Background: an optimization exercise with open tools, aiming at small area, a short achievable clock period and few clock cycles per item. Do not read the settings as production practice. Only simulation tests tie the RTL to the original design; equivalence was not proved. Power and IR drop assume default switching activity.

Design code_occurrence_counter_table, start of the top module:
module code_occurrence_counter_table
#(
   parameter int unsigned TABLE_ENTRIES = 64,
   parameter int unsigned CODE_BITS     = 16,
   parameter int unsigned COUNT_BITS    = 16
) (
   input  logic                      clock,
   input  logic                      reset,
   input  logic                      req_valid,
   output logic                      req_stall,
   input  logic [cocnt_pkg::REQ_CODE_BITS-1:0]  req_event_code,
   output logic                      rsp_valid,
   input  logic                      rsp_stall,
   output logic [cocnt_pkg::RSP_COUNT_BITS-1:0] rsp_occurrences,
   output logic                      rsp_new_entry,
   output logic                      rsp_table_flushed
);
   localparam int unsigned N   = TABLE_ENTRIES;
   localparam int unsigned IW  = $clog2(TABLE_ENTRIES);
   localparam int unsigned RW  = COUNT_BITS + 2;    
   localparam int unsigned QD  = 4;                 
   localparam int unsigned QCW = $clog2(QD + 3);
   localparam logic [COUNT_BITS-1:0] COUNT_ONE = COUNT_BITS'(1);
   logic [N-1:0]                  eq, valid, slot, we_code, we_count;
   logic [N-1:0][COUNT_BITS-1:0]  count;
   logic [N-1:0]                  valid_ff;         
   logic                          full;
   logic                  req_take, same_s2, same_s3;
   logic [N-1:0]          s1_eq, s1_match;
   logic                  s2_valid_ff;
   logic [CODE_BITS-1:0]  s2_code_ff;
  ...
Size in the first run: ~2400 flip-flops, roughly 0.093 mm^2 of cells after synthesis.
Settings: LEC_CHECK=0, CAP_MARGIN=20, CORE_MARGIN=2, CORE_UTILIZATION=55, CTS_CLUSTER_DIAMETER=60, CTS_CLUSTER_SIZE=20, PLACE_DENSITY=0.65, SETUP_SLACK_MARGIN=2.45, SLEW_MARGIN=20; clock period 5.0 ns.
run.sh (not shown) runs the stock make flow with config.mk's settings and CLKGATE_MAP_FILE= SYNTH_SCRIPT=/design/flow/synth_recipe.tcl, a recipe that flattens the netlist after the stock synthesis.
The baseline finished with timing, DRC and antenna clean.
Testbench counts at the start, summed over its fixed seeds: cycles 3,224, items 3,200.
Next try:
Settings changed: CORE_UTILIZATION 55 to 70, PLACE_DENSITY 0.65 to 0.8, SETUP_SLACK_MARGIN 2.45 to 2.5.
=>
- fmax decreases by a little under a tenth
- routed wire length falls by a few percent
- power goes down by a few percent
- register-to-register slack loses 0.26 ns

* * *

v33:
The RTL this note starts from:
==> flow/design.v <==
package cocnt_pkg;
   localparam int unsigned REQ_CODE_BITS = 16;
   localparam int unsigned RSP_COUNT_BITS = 16;
   typedef struct packed {
      logic act;
      logic done;
      logic is_new;
   } tok_ctl_type;
endpackage
module cocnt_cell
#(
   parameter int unsigned CODE_BITS  = 16,
   parameter int unsigned COUNT_BITS = 16
) (
   input  logic                  clock,
   input  logic [CODE_BITS-1:0]  cmp_code,
   output logic                  eq,
   input  logic                  we_code,
   input  logic [CODE_BITS-1:0]  wr_code,
   input  logic                  we_count,
   input  logic [COUNT_BITS-1:0] wr_count,
   output logic [COUNT_BITS-1:0] count
);
   logic [CODE_BITS-1:0]  code_ff;
   logic [COUNT_BITS-1:0] count_ff;
   assign eq    = (code_ff == cmp_code);
   assign count = count_ff;
   always_ff @(posedge clock) begin
      if (we_code)  code_ff  <= wr_code;
      if (we_count) count_ff <= wr_count;
   end
endmodule
module code_occurrence_counter_table
#(
   parameter int unsigned TABLE_ENTRIES = 64,
   parameter int unsigned CODE_BITS     = 16,
   parameter int unsigned COUNT_BITS    = 16
) (
   input  logic                      clock,
   input  logic                      reset,
   input  logic                      req_valid,
   output logic                      req_stall,
   input  logic [cocnt_pkg::REQ_CODE_BITS-1:0]  req_event_code,
   output logic                      rsp_valid,
   input  logic                      rsp_stall,
   output logic [cocnt_pkg::RSP_COUNT_BITS-1:0] rsp_occurrences,
   output logic                      rsp_new_entry,
   output logic                      rsp_table_flushed
);
   localparam int unsigned N   = TABLE_ENTRIES;
   localparam int unsigned IW  = $clog2(TABLE_ENTRIES);
   localparam int unsigned RW  = COUNT_BITS + 2;    
   localparam int unsigned QD  = 4;                 
   localparam int unsigned QCW = $clog2(QD + 3);
   localparam logic [COUNT_BITS-1:0] COUNT_ONE = COUNT_BITS'(1);
   logic [N-1:0]                  eq, valid, slot, we_code, we_count;
   logic [N-1:0][COUNT_BITS-1:0]  count;
   logic [N-1:0]                  valid_ff;         
   logic                          full;
   logic                  req_take, same_s2, same_s3;
   logic [N-1:0]          s1_eq, s1_match;
   logic                  s2_valid_ff;
   logic [CODE_BITS-1:0]  s2_code_ff;
   logic [N-1:0]          s2_match_ff;
   logic                  s2_hit_ff, s2_same1_ff, s2_same2_ff;
   logic                  s2_flush, s2_ins;
   logic [N-1:0]          s2_use;           
   logic [IW-1:0]         s2_idx;
   logic [COUNT_BITS-1:0] s2_rd;
   logic                  s3_valid_ff;
   logic [CODE_BITS-1:0]  s3_code_ff;
   logic                  s3_hit_ff, s3_flush_ff, s3_same1_ff, s3_same2_ff;
   logic [IW-1:0]         s3_idx_ff;
   logic [COUNT_BITS-1:0] s3_rd_ff, s3_inc_rd, s3_inc_1, s3_inc_2, s3_cnt;
   logic [RW-1:0]         res;
   logic                  s4_valid_ff;
   logic [IW-1:0]         s4_idx_ff;
   logic [COUNT_BITS-1:0] s4_cnt_ff, s5_cnt_ff;
   logic [QD-1:0]         q_v_ff;
   logic [QD-1:0][RW-1:0] q_d_ff;
   logic                  req_stall_ff, rsp_take;
   genvar gi;
   generate
      for (gi = 0; gi < N; gi++) begin : g_cell
         assign valid[gi] = valid_ff[gi];
         if (gi == 0) begin : g_s0
            assign slot[gi] = ~valid_ff[gi];
         end else begin : g_sn
            assign slot[gi] = valid_ff[gi-1] & ~valid_ff[gi];
         end
         assign we_count[gi] = s4_valid_ff & (s4_idx_ff == IW'(gi));
         cocnt_cell #(
            .CODE_BITS  (CODE_BITS),
            .COUNT_BITS (COUNT_BITS)
         ) u_cell (
            .clock    (clock),
            .cmp_code (req_event_code),
            .eq       (eq[gi]),
            .we_code  (we_code[gi]),
            .wr_code  (s2_code_ff),
            .we_count (we_count[gi]),
            .wr_count (s4_cnt_ff),
            .count    (count[gi])
         );
      end
   endgenerate
   assign full = valid_ff[N-1];
   assign req_take = req_valid & ~req_stall_ff;
   assign same_s2  = s2_valid_ff & (req_event_code == s2_code_ff);
   assign same_s3  = s3_valid_ff & (req_event_code == s3_code_ff);
   assign s1_eq    = eq & valid;
   always_comb begin
      for (int i = 0; i < N; i++) begin
         s1_match[i] = same_s2 ? s2_use[i] : (s1_eq[i] & ~s2_flush);
      end
   end
   assign s2_flush = s2_valid_ff & ~s2_hit_ff & full;
   assign s2_ins   = s2_valid_ff & ~s2_hit_ff & ~full;
   always_comb begin
      s2_rd = '0;
      for (int i = 0; i < N; i++) begin
         s2_rd = s2_rd | (count[i] & {COUNT_BITS{s2_match_ff[i]}});
      end
   end
   always_comb begin
      for (int i = 0; i < N; i++) begin
         s2_use[i] = s2_hit_ff ? s2_match_ff[i] : (full ? (i == 0) : slot[i]);
      end
   end
   always_comb begin
      s2_idx = '0;
      for (int i = 0; i < N; i++) begin
         s2_idx = s2_idx | (IW'(i) & {IW{s2_use[i]}});
      end
   end
   assign we_code = (s2_valid_ff & ~s2_hit_ff) ? s2_use : '0;
   assign s3_inc_rd = (&s3_rd_ff)  ? s3_rd_ff  : s3_rd_ff  + COUNT_ONE;
   assign s3_inc_1  = (&s4_cnt_ff) ? s4_cnt_ff : s4_cnt_ff + COUNT_ONE;
   assign s3_inc_2  = (&s5_cnt_ff) ? s5_cnt_ff : s5_cnt_ff + COUNT_ONE;
   assign s3_cnt    = ~s3_hit_ff  ? COUNT_ONE :
                      s3_same1_ff ? s3_inc_1  :
                      s3_same2_ff ? s3_inc_2  : s3_inc_rd;
   assign res = {s3_cnt, ~s3_hit_ff, s3_flush_ff};
   assign rsp_take = q_v_ff[0] & ~rsp_stall;
   logic [QD-1:0]         q_v_sh, q_v_in;
   logic [QD-1:0][RW-1:0] q_d_sh, q_d_in;
   logic                  pushed;
   logic [QCW-1:0]        n_occ;
   always_comb begin
      if (rsp_take) begin
         q_v_sh = {1'b0, q_v_ff[QD-1:1]};
         q_d_sh = {q_d_ff[QD-1], q_d_ff[QD-1:1]};
      end else begin
         q_v_sh = q_v_ff;
         q_d_sh = q_d_ff;
      end
      q_v_in = q_v_sh;
      q_d_in = q_d_sh;
      pushed = 1'b0;
      for (int k = 0; k < QD; k++) begin
         if (s3_valid_ff && !pushed && !q_v_sh[k]) begin
            q_v_in[k] = 1'b1;
            q_d_in[k] = res;
            pushed    = 1'b1;
         end
      end
   end
   always_comb begin
      n_occ = QCW'(req_take) + QCW'(s2_valid_ff);
      for (int k = 0; k < QD; k++) begin
         n_occ = n_occ + QCW'(q_v_in[k]);
      end
   end
   always_ff @(posedge clock) begin
      s2_code_ff  <= req_event_code;
      s2_match_ff <= s1_match;
      s2_hit_ff   <= same_s2 | ((|s1_eq) & ~s2_flush);
      s2_same1_ff <= same_s2;
      s2_same2_ff <= same_s3;
      s3_code_ff  <= s2_code_ff;
      s3_hit_ff   <= s2_hit_ff;
      s3_flush_ff <= s2_flush;
      s3_same1_ff <= s2_same1_ff;
      s3_same2_ff <= s2_same2_ff;
      s3_idx_ff   <= s2_idx;
      s3_rd_ff    <= s2_rd;
      s4_idx_ff   <= s3_idx_ff;
      s4_cnt_ff   <= s3_cnt;
      s5_cnt_ff   <= s4_cnt_ff;
      q_d_ff      <= q_d_in;
      if (reset) begin
         valid_ff     <= '0;
         s2_valid_ff  <= 1'b0;
         s3_valid_ff  <= 1'b0;
         s4_valid_ff  <= 1'b0;
         q_v_ff       <= '0;
         req_stall_ff <= 1'b0;
      end else begin
         if (s2_flush) begin
            valid_ff <= N'(1);
         end else if (s2_ins) begin
            valid_ff <= {valid_ff[N-2:0], 1'b1};
         end
         s2_valid_ff  <= req_take;
         s3_valid_ff  <= s2_valid_ff;
         s4_valid_ff  <= s3_valid_ff;
         q_v_ff       <= q_v_in;
         req_stall_ff <= n_occ >= QCW'(QD);
      end
   end
   assign req_stall         = req_stall_ff;
   assign rsp_valid         = q_v_ff[0];
   assign {rsp_occurrences, rsp_new_entry, rsp_table_flushed} = q_d_ff[0];
endmodule
Settings: LEC_CHECK=0, CAP_MARGIN=20, CORE_MARGIN=2, CORE_UTILIZATION=55, CTS_CLUSTER_DIAMETER=60, CTS_CLUSTER_SIZE=20, PLACE_DENSITY=0.65, SETUP_SLACK_MARGIN=2.55, SLEW_MARGIN=20; clock period 5.0 ns.
Testbench counts of v33, summed over its fixed seeds: cycles 3,224, items 3,200.
What v51 does differently from v33 at the input level:
# v33
export LEC_CHECK = 0
export CAP_MARGIN = 20
export CORE_MARGIN = 2
export CORE_UTILIZATION = 55
export CTS_CLUSTER_DIAMETER = 60
export CTS_CLUSTER_SIZE = 20
export PLACE_DENSITY = 0.65
export SETUP_SLACK_MARGIN = 2.55
export SLEW_MARGIN = 20
create_clock -name core_clock -period 5.0 [get_ports {clock}]
# v51
export LEC_CHECK = 0
export CAP_MARGIN = 20
export CORE_MARGIN = 2
export CORE_UTILIZATION = 60
export CTS_CLUSTER_DIAMETER = 60
export CTS_CLUSTER_SIZE = 20
export PLACE_DENSITY = 0.7
export SETUP_SLACK_MARGIN = 2.6
export SLEW_MARGIN = 20
create_clock -name core_clock -period 5.0 [get_ports {clock}]
## What came out
Looking at endpoint of the worst setup timing path, the s3_rd_ff[11] result is from v51; the s3_rd_ff[6] one comes from v33. Side by side, share of the clock period used by the worst path after layout turned out higher in v51 than in v33. Per the comparison of v51 with v33, fraction of power spent switching nets dropped 0.28 points; first-pass GRT wire length dropped about 2%; delay of the slowest critical-path stage barely changed.
Input changes introduced in v31 (baseline for comparison: v51):
# v51
export LEC_CHECK = 0
export CAP_MARGIN = 20
export CORE_MARGIN = 2
export CORE_UTILIZATION = 60
export CTS_CLUSTER_DIAMETER = 60
export CTS_CLUSTER_SIZE = 20
export PLACE_DENSITY = 0.7
export SETUP_SLACK_MARGIN = 2.6
export SLEW_MARGIN = 20
create_clock -name core_clock -period 5.0 [get_ports {clock}]
# v31
export LEC_CHECK = 0
export CAP_MARGIN = 20
export CORE_MARGIN = 2
export CORE_UTILIZATION = 60
export CTS_CLUSTER_DIAMETER = 60
export CTS_CLUSTER_SIZE = 20
export PLACE_DENSITY = 0.7
export SETUP_SLACK_MARGIN = 2.35
export SLEW_MARGIN = 20
create_clock -name core_clock -period 5.0 [get_ports {clock}]
Notes after the runs:
- v31 vs. v51: fmax -about 10%, die area flat, latest clock arrival within the worst-skew pair higher, non-clock buffer share of cell area saw a decrease, number of clock-tree buffers in the layout dropped 6.
- The TritonCTS buffer count number comes out higher for v51 vs v31.
- Diff v51 -> v31: hold slack now smaller; total design power flat.
### v31 -> v49
# v31
export LEC_CHECK = 0
export CAP_MARGIN = 20
export CORE_MARGIN = 2
export CORE_UTILIZATION = 60
export CTS_CLUSTER_DIAMETER = 60
export CTS_CLUSTER_SIZE = 20
export PLACE_DENSITY = 0.7
export SETUP_SLACK_MARGIN = 2.35
export SLEW_MARGIN = 20
create_clock -name core_clock -period 5.0 [get_ports {clock}]
# v49
export LEC_CHECK = 0
export CAP_MARGIN = 20
export CORE_MARGIN = 2
export CORE_UTILIZATION = 60
export CTS_CLUSTER_DIAMETER = 60
export CTS_CLUSTER_SIZE = 20
export PLACE_DENSITY = 0.7
export SETUP_SLACK_MARGIN = 2.5
export SLEW_MARGIN = 20
create_clock -name core_clock -period 5.0 [get_ports {clock}]
[summary]
- v49 completed every stage of the flow, and the final layout passed the timing, design-rule and antenna checks.
- Portion of the clock cycle consumed by the worst path in the final layout | v49 below v31
- Fraction of area in registers: v49 vs v31 down 0.74 points
- For worst hold slack across all endpoints, v49 and v31 come out practically identical.
Edits applied to the flow inputs when going from v49 to v4:
# v49
export LEC_CHECK = 0
export CAP_MARGIN = 20
export CORE_MARGIN = 2
export CORE_UTILIZATION = 60
export CTS_CLUSTER_DIAMETER = 60
export CTS_CLUSTER_SIZE = 20
export PLACE_DENSITY = 0.7
export SETUP_SLACK_MARGIN = 2.5
export SLEW_MARGIN = 20
create_clock -name core_clock -period 5.0 [get_ports {clock}]
# v4
export LEC_CHECK = 0
export CAP_MARGIN = 20
export CORE_MARGIN = 2
export CORE_UTILIZATION = 65
export CTS_CLUSTER_DIAMETER = 60
export CTS_CLUSTER_SIZE = 20
export PLACE_DENSITY = 0.75
export SETUP_SLACK_MARGIN = 2.6
export SLEW_MARGIN = 20
create_clock -name core_clock -period 5.0 [get_ports {clock}]
### Flow results
Of the two candidates, v49 has the better least setup slack across all paths after layout and v4 the worse one. Across both runs, total routed wire length on the met1 layer was lower for v4 than for v49. Relative to v49, clock network area share decreased by 0.22 points in v4.

[separate check: timing with driven ports]
Ports are ideal in the flow. The routed layouts listed here were re-timed in OpenROAD. Step 1 assumes that a clkbuf_16 drives the clock port and a buf_2 every other input. Step 2 times the ports against the registers' clock, not the clock port: input delays grow and output delays shrink by t, the midpoint of the rising clock arrivals with the driver on. a / b / c = ideal / step 1 / step 2; a / b = the first two.
| run | t, ns | setup slack, ns | worst setup path after step 2 | cell pins on the clock port's net |
|---|---|---|---|---|
| the first run of note 1 | 0.911 | 2.276 / 2.276 / 1.570 | input to register | 1 |
| the second run of note 1 | 0.887 | 2.018 / 2.018 / 1.486 | input to register | 1 |
| v33 | 0.929 | 2.420 / 2.420 / 1.638 | input to register | 1 |
| v51 | 0.883 | 2.404 / 2.404 / 1.596 | input to register | 1 |
| v31 | 0.918 | 2.112 / 2.112 / 1.390 | input to register | 1 |
| v49 | 0.888 | 2.401 / 2.401 / 1.516 | input to register | 1 |
| v4 | 0.910 | 2.320 / 2.320 / 1.558 | input to register | 1 |
After both steps every run listed still meets setup and hold. For v49, which loses most, drivers alone change the setup slack by 0.000 ns; drivers and shift together by -0.885 ns.
